What follows belongs to an exercise in optimizing a design on an open flow for small area, a short achievable clock period and few clock cycles per item; a production flow would make more cautious choices. Function was not checked in any run shown here: the RTL went through the layout flow alone. Power and IR drop assume default switching activity.

<file path="design/flow/config.mk">
export PLATFORM = sky130hd
export DESIGN_NAME = lru_key_value_cache_unit
export DESIGN_NICKNAME = lru_key_value_cache_unit
export VERILOG_FILES = /design/flow/design.v
export SDC_FILE = /design/flow/constraint.sdc
export NUM_CORES = 4
export LEC_CHECK = 0
export ABC_CLOCK_PERIOD_IN_PS = 2500
export CAP_MARGIN = 20
export CORE_MARGIN = 2
export CORE_UTILIZATION = 40
export SETUP_SLACK_MARGIN = 2.6
export SLEW_MARGIN = 20
</file>
<file path="design/flow/constraint.sdc">
create_clock -name core_clock -period 5.0 [get_ports {aclk}]
set_input_delay 1.0000 -clock core_clock [delete_from_list [all_inputs] [get_ports {aclk}]]
set_output_delay 1.0000 -clock core_clock [all_outputs]
set_load 0.01 [all_outputs]
</file>
<file path="design/flow/design.v">
`default_nettype none
package lkvc_pkg;
    localparam int MAX_ENTRIES = 16;
    localparam int KEY_BITS    = 16;
    localparam int VALUE_BITS  = 32;
    localparam int APB_ADDR_BITS = 2;
    localparam int APB_DATA_BITS = 32;
    localparam int CAP_BITS      = 5;
    localparam logic [CAP_BITS-1:0]      CAP_RESET        = 5'd16;
    localparam logic [APB_ADDR_BITS-1:0] REG_CAPACITY_ADR = 2'd0;
endpackage
`default_nettype wire
`default_nettype none
module lru_key_value_cache_unit #(
    parameter int MAX_ENTRIES = lkvc_pkg::MAX_ENTRIES,
    parameter int KEY_BITS    = lkvc_pkg::KEY_BITS,
    parameter int VALUE_BITS  = lkvc_pkg::VALUE_BITS,
    localparam int TDATA_W    = ((KEY_BITS + VALUE_BITS + 7) / 8) * 8
) (
    input  wire                                  aclk,
    input  wire                                  aresetn,
    input  wire                                  psel,
    input  wire                                  penable,
    input  wire                                  pwrite,
    input  wire  [lkvc_pkg::APB_ADDR_BITS-1:0]   paddr,
    input  wire  [lkvc_pkg::APB_DATA_BITS-1:0]   pwdata,
    output logic [lkvc_pkg::APB_DATA_BITS-1:0]   prdata,
    output logic                                 pready,
    input  wire                                  s_axis_tvalid,
    output logic                                 s_axis_tready,
    input  wire  [TDATA_W-1:0]                   s_axis_tdata,   
    input  wire  [0:0]                           s_axis_tuser,   
    output logic                                 m_axis_tvalid,
    input  wire                                  m_axis_tready,
    output logic [TDATA_W-1:0]                   m_axis_tdata,   
    output logic [1:0]                           m_axis_tuser    
);
    localparam int N = MAX_ENTRIES;
    localparam int CAP_BITS = lkvc_pkg::CAP_BITS;
    logic [CAP_BITS-1:0] cap_reg;
    logic                cfg_wr;
    assign pready = 1'b1;
    assign cfg_wr = psel && penable && pwrite && (paddr == lkvc_pkg::REG_CAPACITY_ADR);
    logic [CAP_BITS-1:0] rdata_q;
    always_ff @(posedge aclk) begin
        rdata_q <= (paddr == lkvc_pkg::REG_CAPACITY_ADR) ? cap_reg : '0;
    end
    assign prdata = lkvc_pkg::APB_DATA_BITS'(rdata_q);
    always_ff @(posedge aclk) begin
        if (!aresetn) begin
            cap_reg <= lkvc_pkg::CAP_RESET;
        end else if (cfg_wr) begin
            cap_reg <= pwdata[CAP_BITS-1:0];
        end
    end
    logic [N-1:0] capm;
    always_comb begin
        capm = '0;
        if (cap_reg == '0) begin
            capm[0] = 1'b1;
        end else if (int'(cap_reg) > N) begin
            capm[N-1] = 1'b1;
        end else begin
            capm[cap_reg - 1'b1] = 1'b1;
        end
    end
    logic                  r_valid;
    logic                  r_op;
    logic [KEY_BITS-1:0]   r_key;
    logic [VALUE_BITS-1:0] r_val;
    logic                  m_valid;
    logic                  m_hit;
    logic                  m_ev;
    logic [VALUE_BITS-1:0] m_val;
    logic [KEY_BITS-1:0]   m_evkey;
    logic                  q_valid;
    logic                  q_hit;
    logic                  q_ev;
    logic [VALUE_BITS-1:0] q_val;
    logic [KEY_BITS-1:0]   q_evkey;
    logic fire, pop;
    assign fire          = r_valid && !q_valid;
    assign pop           = m_valid && m_axis_tready;
    assign s_axis_tready = !r_valid || !q_valid;
    logic [KEY_BITS-1:0]   key_q [N];
    logic [VALUE_BITS-1:0] val_q [N];
    logic [N-1:0]          vld_q;
    logic [N-1:0]          pre_q;     
    logic                  full_q;    
    logic [N-1:0]          eq;        
    logic                  hit;
    logic                  grow;      
    logic                  full_keep, full_grow;
    logic [N-1:0]          last;      
    logic [N-1:0]          pm;        
    logic [N-1:0]          en;        
    logic                  put_miss;
    logic                  evict;
    logic [VALUE_BITS-1:0] rd_val;
    logic [KEY_BITS-1:0]   ev_key;    
    logic [N-1:0]          s_eq;      
    logic [N-1:0]          s_pre;     
    logic                  s_eq_r;    
    logic [N-1:0]          drop;      
    logic [N-1:0]          pre_d;
    always_comb begin
        for (int i = 0; i < N; i++) begin
            eq[i] = pre_q[i] && ((i < N - 1) ? !pre_q[(i < N - 1) ? i + 1 : i] : 1'b1);
        end
        hit  = pre_q[0];
        for (int i = 0; i < N; i++) begin
            last[i] = vld_q[i] && ((i < N - 1) ? !vld_q[(i < N - 1) ? i + 1 : i] : 1'b1);
            pm[i]   = full_q ? vld_q[i] : ((i > 0) ? vld_q[(i > 0) ? i - 1 : i] : 1'b1);
        end
        put_miss = r_op && !hit;
        evict    = put_miss && full_q;
        grow     = fire && put_miss && !full_q;
        for (int i = 0; i < N; i++) begin
            en[i] = fire && (pre_q[i] || (put_miss && pm[i]));
        end
        rd_val = '0;
        ev_key = '0;
        for (int i = 0; i < N; i++) begin
            rd_val = rd_val | (eq[i] ? val_q[i] : '0);
            ev_key = ev_key | (last[i] ? key_q[i] : '0);
        end
        s_eq_r = (s_axis_tdata[KEY_BITS-1:0] == r_key);
        for (int i = 0; i < N; i++) begin
            drop[i] = fire && ((hit && eq[i]) || (evict && last[i]));
            s_eq[i] = vld_q[i] && !drop[i] && (s_axis_tdata[KEY_BITS-1:0] == key_q[i]);
        end
        for (int i = N - 1; i >= 0; i--) begin
            s_pre[i] = s_eq[i] || ((i < N - 1) ? s_pre[(i < N - 1) ? i + 1 : i] : 1'b0);
        end
        for (int i = 0; i < N; i++) begin
            if (!en[i]) begin
                pre_d[i] = s_pre[i];
            end else if (i == 0) begin
                pre_d[i] = s_eq_r || s_pre[0];
            end else begin
                pre_d[i] = s_pre[(i > 0) ? i - 1 : i];
            end
        end
    end
    always_ff @(posedge aclk) begin
        if (en[0]) begin
            key_q[0] <= r_key;
            val_q[0] <= r_op ? r_val : rd_val;
        end
        for (int i = 1; i < N; i++) begin
            if (en[i]) begin
                key_q[i] <= key_q[i-1];
                val_q[i] <= val_q[i-1];
            end
        end
    end
    always_ff @(posedge aclk) begin
        if (!aresetn) begin
            vld_q <= '0;
        end else if (grow) begin
            vld_q <= {vld_q[N-2:0], 1'b1};
        end
    end
    always_comb begin
        full_keep = |(capm & vld_q);
        full_grow = |(capm & {vld_q[N-2:0], 1'b1});
    end
    always_ff @(posedge aclk) begin
        if (!aresetn) begin
            full_q <= 1'b0;
        end else begin
            full_q <= grow ? full_grow : full_keep;
        end
    end
    always_ff @(posedge aclk) begin
        if (!aresetn) begin
            r_valid <= 1'b0;
        end else if (s_axis_tready) begin
            r_valid <= s_axis_tvalid;
        end
    end
    always_ff @(posedge aclk) begin
        if (s_axis_tready) begin
            r_op  <= s_axis_tuser[0];
            r_key <= s_axis_tdata[KEY_BITS-1:0];
            r_val <= s_axis_tdata[KEY_BITS +: VALUE_BITS];
            pre_q <= pre_d;
        end
    end
    logic                  res_hit;
    logic                  res_ev;
    logic [VALUE_BITS-1:0] res_val;
    logic [KEY_BITS-1:0]   res_evkey;
    assign res_hit   = hit;
    assign res_ev    = evict;
    assign res_val   = r_op ? {VALUE_BITS{1'b0}} : rd_val;
    assign res_evkey = evict ? ev_key : {KEY_BITS{1'b0}};
    always_ff @(posedge aclk) begin
        if (!aresetn) begin
            m_valid <= 1'b0;
            q_valid <= 1'b0;
        end else if (q_valid) begin
            if (pop) begin
                m_valid <= 1'b1;
                q_valid <= 1'b0;
            end
        end else if (fire) begin
            if (m_valid && !pop) begin
                q_valid <= 1'b1;
            end else begin
                m_valid <= 1'b1;
            end
        end else if (pop) begin
            m_valid <= 1'b0;
        end
    end
    always_ff @(posedge aclk) begin
        if (q_valid) begin
            if (pop) begin
                m_hit   <= q_hit;
                m_ev    <= q_ev;
                m_val   <= q_val;
                m_evkey <= q_evkey;
            end
        end else if (!m_valid || pop) begin
            m_hit   <= res_hit;
            m_ev    <= res_ev;
            m_val   <= res_val;
            m_evkey <= res_evkey;
        end
    end
    always_ff @(posedge aclk) begin
        if (!q_valid) begin
            q_hit   <= res_hit;
            q_ev    <= res_ev;
            q_val   <= res_val;
            q_evkey <= res_evkey;
        end
    end
    assign m_axis_tvalid = m_valid;
    assign m_axis_tuser  = {m_ev, m_hit};
    assign m_axis_tdata  = TDATA_W'({m_evkey, m_val});
endmodule
`default_nettype wire
</file>
<file path="design/flow/run.sh">
#!/bin/bash
# synth_recipe.tcl (not shown) runs the flow's synth.tcl, then flattens the netlist and writes it again
# the make line also repeats each setting of config.mk as NAME=value (left out here)
make -C /OpenROAD-flow-scripts/flow DESIGN_CONFIG=/design/flow/config.mk WORK_HOME=/design/flow/orfs CLKGATE_MAP_FILE= SYNTH_SCRIPT=/design/flow/synth_recipe.tcl finish
</file>
==> reports/metrics.csv, run 1 <==
metric,value,unit
top_register,val_q,
clk_pin_slew,70,ps
crit_chain,buf_2 > buf_4 > xnor2_1 > nand4_1 > or4_1 > nand2_1 > a211oi_1 > nand3_1,
numCtsBuffers,100,
yosys-top-cells-count,"933 x edfxtp_1, 212 x xnor2_1, 147 x a22oi_1, 127 x a221oi_1, 127 x a22o_1",
cts_tree,done,
endpoint,pre_q[0],
ys_warn_count,3,
cp_data_required_time,5560,ps
total_power,17.2,mW
initial_core_util,40.4,%
fin_util,50.7,%
crit_path_max_fanout,10,
synth-seq-area-share,73.1,%
maxSlewHeadroom,33.3,%
crit_buf_inv,2,
dpl.hpwl,80.2,mm
power.switching,3.77,mW
ys_types,67,
vias,26400,
synthToLayoutAreaGrowth,25.3,%
swShare,21.9,%
wl_per_cell,34.8,µm
outcome,timing/DRC/antenna clean,
ctsLongestPathBuffers,3,
grt_pass1_wl,198,mm
synthCells,2417,
path_delay_family,simple AND/OR/NAND/NOR gates,
ios,175,
placed_area,42500,µm²
dieHeight,317,µm
largest_reg_flops,512,
endpoint_kind,flop,
whs_path_depth,0,
synth.most_common_cell,edfxtp_1,
p_leak,16.4,nW
ctsRootBufferMaster,clkbuf_16,
worst_slack,2530,ps
final_cell_count_no_fill,4128,
reg2reg_depth,7,
htreeDepth,3,
tns,0,ps
gp_congestion,1.03,
grt_pass1_vias,25900,
fillers,7900,
antenna_found_initial,5,
path_class,in -> reg,
r2r-start,key_q[12][13],
regArea,28700,µm²
fp.dieArea,100000,µm²
ys_ff_latch,963,
p_per_area,350,nW/µm²
clock_latency,720,ps
crit_start,s_axis_tdata[5],
drive_gt1_share,24.9,%
drc_errors,0,
critPathLaunchType,primary input,
ys_top_cells_by_area,"edfxtp_1 72%, xnor2_1 4.7%, a221oi_1 2.8%",
reg_top3,"val_q: 512 flops, key_q: 256 flops",
cp.depth,8,
ant_nets,0,
worst_pin_slew,995,ps
final_area,49100,µm²
dieWidth,317,µm
maxCapViolCount,0,
peakVddDrop,0.232,mV
grtUsageTotal,28.0,%
vias_per_cell,6.41,
dp.cells,3734,
r2r_setup_slack,2550,ps
p_comb_share,4.0,%
synth.largest_area_cell,edfxtp_1,
synth_top_area_share,71.6,%
slowest_stage,or4_1,
drtIter0Drc,4247,
whs,430,ps
hold_violations,0,
drv_slew,0,
power_frac_seq,51.8,%
internal_power,13.4,mW
nNetsFinal,2857,
finalSetupViolCount,0,
grt_overflow,0,
cp_data_arrival_time,3030,ps
rsz0062_at_grt,true,
max_stage_delay,610,ps
fmax,404,MHz
period_minus_slack,2470,ps
numPortBuffers,119,
ctsHoldBuffers,0,
layout_worst_path_cycle_share,49.5,%
syn_area_per_cell,16.2,µm²
dp_slack,977,ps
synthArstFlopShare,0,%
core_area,96900,µm²
synth_top_flop_cell,edfxtp_1,
totalWireLength,144,mm
first_pass_iters,7,
synth_edf_count,933,
min_path_type,reg -> reg,
rows,114,
grt_max_degree,59,
r2r-end,pre_q[11],
multi_input_area,11100,µm²
netlist_area,39100,µm²
clock-sinks,963,
clock_power_share,44.2,%
skew,37.7,ps
[power by group through the flow]
stage	Combinational, mW	Clock (mW)	Sequential [mW]
global route	0.714	7.99	8.90
global placement	0.602	0	9.07
finish	0.689	7.60	8.90
detailed placement	0.601	0	9.07
floorplan	0.342	0	9.06
CTS	0.642	7.69	8.90
[repair_timing]
action | CTS | global route
pin swaps | 23 | 47
gates cloned | 17 | 5
gates resized for setup | 309 | 153
endpoints found under the setup margin | 970 | 229
setup buffers | 120 | 60
[metal layers]
layer,GRT usage (%),vias up,wire (µm)
li1,-,10400,-
met1,36.0,13400,52100
met2,43.8,2092,65800
met3,6.74,519,16300
met4,15.4,4,9440
met5,0.0473,-,25
[worst min-delay path by stage]
stage	startpoint	to
2_1_floorplan	val_q[10][10]	val_q[11][10]
3_3_place_gp	val_q[7][4]	val_q[8][4]
3_5_place_dp	val_q[10][15]	val_q[11][15]
4_1_cts	val_q[0][7]	val_q[1][7]
5_1_grt	val_q[6][27]	val_q[7][27]
6_report	val_q[0][7]	val_q[1][7]
[cells by family after synthesis]
logic type | share of synthesized area, %
muxes | 1.51
and+or+nand+nor | 4.59
DFF | 73.1
AOI/OAI and AO/OA | 11.9
buffers and inverters | 2.44
other | 0.0192
adders and majority gates | 0.160
xor gates and xnor gates | 6.26
[layout make-up]
class / count / share of cell area, %
sequential: 963 / 58.4
multi-input combinational: 1281 / 22.6
timing repair buffer: 402 / 8.67
clock buffer: 124 / 5.28
tap: 1276 / 3.25
clock inverter: 65 / 1.49
inverter: 10 / 0.145
timing repair inverter: 4 / 0.0867
antenna: 3 / 0.0153
[placed cells by master (no fill, tap or decap), drive strengths merged, types with 30 or more instances in the layout]
cell type / netlist / final
nand2: 63 / 64
buf: 86 / 287
clkinv: 0 / 51
clkbuf: 108 / 139
and3: 42 / 42
a221oi: 127 / 127
dfxtp: 30 / 30
a21o: 32 / 32
clkdlybuf4s50: 0 / 46
a21oi: 30 / 30
mux2: 47 / 47
a22oi: 148 / 148
xor2: 67 / 67
nor2b: 38 / 42
nand4: 54 / 54
edfxtp: 933 / 933
clkdlybuf4s15: 0 / 31
xnor2: 212 / 212
a31oi: 41 / 41
a22o: 127 / 127
==> run 2: changes to the inputs <==
--- a/design/flow/design.v
+++ b/design/flow/design.v
@@ -97,11 +97,12 @@
     logic                  put_miss;
     logic                  evict;
     logic [VALUE_BITS-1:0] rd_val;
-    logic [KEY_BITS-1:0]   ev_key;    
+    logic [KEY_BITS-1:0]   ev_key;
     logic [N-1:0]          s_eq;      
     logic [N-1:0]          s_pre;     
     logic                  s_eq_r;    
-    logic [N-1:0]          drop;      
+    logic                  s_eq_last; 
+    logic                  s_drop;    
     logic [N-1:0]          pre_d;
     always_comb begin
         for (int i = 0; i < N; i++) begin
@@ -122,23 +123,24 @@
         ev_key = '0;
         for (int i = 0; i < N; i++) begin
             rd_val = rd_val | (eq[i] ? val_q[i] : '0);
-            ev_key = ev_key | (last[i] ? key_q[i] : '0);
+            ev_key = ev_key | ((last[i] && evict) ? key_q[i] : '0);
         end
         s_eq_r = (s_axis_tdata[KEY_BITS-1:0] == r_key);
         for (int i = 0; i < N; i++) begin
-            drop[i] = fire && ((hit && eq[i]) || (evict && last[i]));
-            s_eq[i] = vld_q[i] && !drop[i] && (s_axis_tdata[KEY_BITS-1:0] == key_q[i]);
+            s_eq[i] = vld_q[i] && (s_axis_tdata[KEY_BITS-1:0] == key_q[i]);
         end
         for (int i = N - 1; i >= 0; i--) begin
             s_pre[i] = s_eq[i] || ((i < N - 1) ? s_pre[(i < N - 1) ? i + 1 : i] : 1'b0);
         end
+        s_eq_last = |(last & s_eq);
+        s_drop    = (hit && s_eq_r) || (evict && s_eq_last);
         for (int i = 0; i < N; i++) begin
             if (!en[i]) begin
                 pre_d[i] = s_pre[i];
             end else if (i == 0) begin
-                pre_d[i] = s_eq_r || s_pre[0];
+                pre_d[i] = s_eq_r || (s_pre[0] && !s_drop);
             end else begin
-                pre_d[i] = s_pre[(i > 0) ? i - 1 : i];
+                pre_d[i] = s_pre[(i > 0) ? i - 1 : i] && !s_drop;
             end
         end
     end
@@ -194,7 +196,7 @@
     assign res_hit   = hit;
     assign res_ev    = evict;
     assign res_val   = r_op ? {VALUE_BITS{1'b0}} : rd_val;
-    assign res_evkey = evict ? ev_key : {KEY_BITS{1'b0}};
+    assign res_evkey = ev_key;
     always_ff @(posedge aclk) begin
         if (!aresetn) begin
             m_valid <= 1'b0;
--- a/design/flow/config.mk
+++ b/design/flow/config.mk
@@ -9,5 +9,5 @@
 export CAP_MARGIN = 20
 export CORE_MARGIN = 2
 export CORE_UTILIZATION = 40
-export SETUP_SLACK_MARGIN = 2.6
+export SETUP_SLACK_MARGIN = 2.3
 export SLEW_MARGIN = 20
==> run 2 against run 1 <==
Power is 1.8% lower. Still clean on timing, DRC and antenna. Sequential share of layout area is 2.0 points higher. Synthesized cell count is 0.62% lower. Combinational power is 7.3% lower. Worst setup slack worse by 350 ps. Fmax is 12% lower. Cell area is 3.4% lower. Largest power group unchanged. Sequential power hardly changed.
==> reports/metrics.csv, run 2 <==
metric,value,unit
drtIter0Drc,3860,
tns,0,ps
cp_data_required_time,5540,ps
gp_congestion,0.993,
reg_top3,"val_q: 512 flops, key_q: 256 flops",
final_area,47400,µm²
vias,25300,
synth_edf_count,933,
fp.dieArea,101000,µm²
dieHeight,317,µm
finalSetupViolCount,0,
synthArstFlopShare,0,%
synth.most_common_cell,edfxtp_1,
drc_errors,0,
numPortBuffers,119,
placed_area,42400,µm²
period_minus_slack,2830,ps
ios,175,
largest_reg_flops,512,
cp_data_arrival_time,3370,ps
dieWidth,317,µm
ys_top_cells_by_area,"edfxtp_1 71%, xnor2_1 5.8%, a22oi_1 3.0%",
crit_path_max_fanout,9,
grt_overflow,0,
clock-sinks,963,
fillers,8162,
ctsRootBufferMaster,clkbuf_16,
ctsHoldBuffers,0,
p_per_area,356,nW/µm²
synth_top_flop_cell,edfxtp_1,
final_cell_count_no_fill,4047,
maxCapViolCount,0,
rows,114,
netlist_area,39300,µm²
vias_per_cell,6.26,
multi_input_area,10700,µm²
cts_tree,done,
fmax,354,MHz
synth_top_area_share,71.4,%
clock_latency,720,ps
ys_types,72,
syn_area_per_cell,16.3,µm²
ant_nets,0,
final_common_cell,edfxtp_1,
numCtsBuffers,100,
regArea,28600,µm²
ys_warn_count,3,
first_pass_iters,6,
worst_pin_slew,1190,ps
yosys-top-cells-count,"933 x edfxtp_1, 260 x xnor2_1, 158 x a22oi_1, 99 x a22o_1, 96 x nand2_1",
ys_ff_latch,963,
grtUsageTotal,26.8,%
min_path_type,reg -> reg,
dpl.hpwl,82.3,mm
rsz0062_at_grt,true,
hold_violations,0,
fin_util,48.8,%
initial_core_util,40.5,%
ctsLongestPathBuffers,3,
grt_pass1_vias,25100,
synth.largest_area_cell,edfxtp_1,
grt_max_degree,65,
clk_pin_slew,60,ps
layout_common_cells,"933 x edfxtp_1, 214 x xnor2_1, 162 x buf_4",
top_register,val_q,
path_class,reg -> reg,
peakVddDrop,0.306,mV
grt_pass1_wl,190,mm
synthCells,2402,
layout_worst_path_cycle_share,56.6,%
synthToLayoutAreaGrowth,20.7,%
diodes,0,
skew,50.6,ps
endpoint_kind,flop,
p_leak,15.8,nW
wl_per_cell,33.8,µm
antenna_found_initial,0,
drv_slew,0,
htreeDepth,3,
nNetsFinal,2785,
dp.cells,3757,
critPathLaunchType,flop,
core_area,97000,µm²
totalWireLength,137,mm
synth-seq-area-share,72.9,%
maxSlewHeadroom,20.3,%
outcome,timing/DRC/antenna clean,
drive_gt1_share,20.8,%
r2r_setup_slack,2170,ps
-- run 2: changes by cell type after synthesis, sizes merged, moves of 13 or more --
cell,previous run,this run
a221oi,127,100
a222oi,5,26
a22o,127,99
a22oi,148,162
buf,86,109
clkbuf,108,68
nand2,63,97
nand4,54,76
nor2b,38,25
o2111ai,14,0
xnor2,212,260
xor2,67,16
-- run 2: critical path, stage by stage, from the launching register on --
cell and delay (ps):
edfxtp_1 480, nand3b_4 300, clkbuf_16 220, buf_4 140, nor3_4 580, buf_8 250
a22oi_1 110, nand3_1 160, nor2_1 60, nand2_1 190, mux2_2 200
-- run 2: path summary, 6_finish.rpt --
path / from / end / cells past startpoint
worst max-delay path: pre_q[0] / m_evkey[9] / 10
worst max register to register: pre_q[0] / m_evkey[9] / 10
worst min register to register: val_q[5][31] / val_q[6][31] / 0
worst min-delay path: val_q[5][31] / val_q[6][31] / 0
-- run 2: kinds of logic after synthesis --
group | share of synthesized area [%]
AND/OR/NAND/NOR | 4.87
other | 0.0191
AO/OA/AOI/OAI | 11.2
flip-flops | 72.9
buffers and inverters | 3.13
multiplexers | 1.50
XOR/XNOR | 6.18
adder cells (fa/ha/maj) | 0.159
-- run 2: layout make-up --
cell class,instances,share of cell area [%]
flip-flops and latches,963,60.4
multi-input cells,1277,22.6
repair buffers,327,6.64
clock buffers,129,5.55
well taps,1276,3.37
clock inverters,54,1.17
inverters,19,0.193
repair inverters,2,0.0370
-- run 2: power breakdown --
group	internal, mW	total (mW)	switching (mW)
Sequential	8.85	8.90	0.0547
Combinational	0.272	0.639	0.366
Clock	4.06	7.34	3.28
-- run 2: metal layers --
layer	global-route usage [%]	part of all wire, %	up-vias
met5	0	0	-
met2	43.2	47	1895
met4	13.2	5.8	0
met1	34.1	37	12800
li1	-	-	10200
met3	6.05	11	414
-- run 2: timing repair --
item / in CTS / in global routing
gates resized for setup: 168 / 65
pin swaps: 28 / 26
setup buffers: 68 / 25
endpoints found under the setup margin: 863 / 91
endpoints found under the hold margin: 0 / 0
gates cloned: 10 / 4
-- run 2: through the flow --
step	hold WS, ps	setup WS [ps]	total power, mW
2_1_floorplan	426	1920	9.40
3_3_place_gp	429	496	9.65
3_5_place_dp	434	505	9.66
4_1_cts	436	2290	17.0
5_1_grt	438	2200	17.3
6_report	435	2170	16.9

static timing again, ports no longer ideal:
In the flow no input, the clock included, has a driving cell. The finished layouts below were timed again as built, in two steps.
Step 1 sets driving cells, clkbuf_16 on the clock port and buf_2 on the other inputs (assumed; they add their load-dependent delay and slew).
Step 2 times the ports against the registers' clock, not the clock port: input delays grow and output delays shrink by t, the midpoint of the rising clock arrivals with the driver on.
Three values: ideal, step 1, step 2; two values: the first two.
| run | shift t [ns] | setup slack, ns | hold WS [ns] | slew at the worst register clock pin (ns) |
|---|---|---|---|---|
| run 1 | 0.764 | 2.525 / 2.551 / 1.789 | 0.430 / 0.430 / 0.430 | 0.07 / 0.07 |
| run 2 | 0.755 | 2.172 / 2.172 / 1.578 | 0.435 / 0.435 / 0.435 | 0.07 / 0.07 |
After both steps setup and hold are still met in every run listed. For run 1, which loses most, drivers alone change the setup slack by +0.026 ns; drivers and shift together by -0.736 ns.
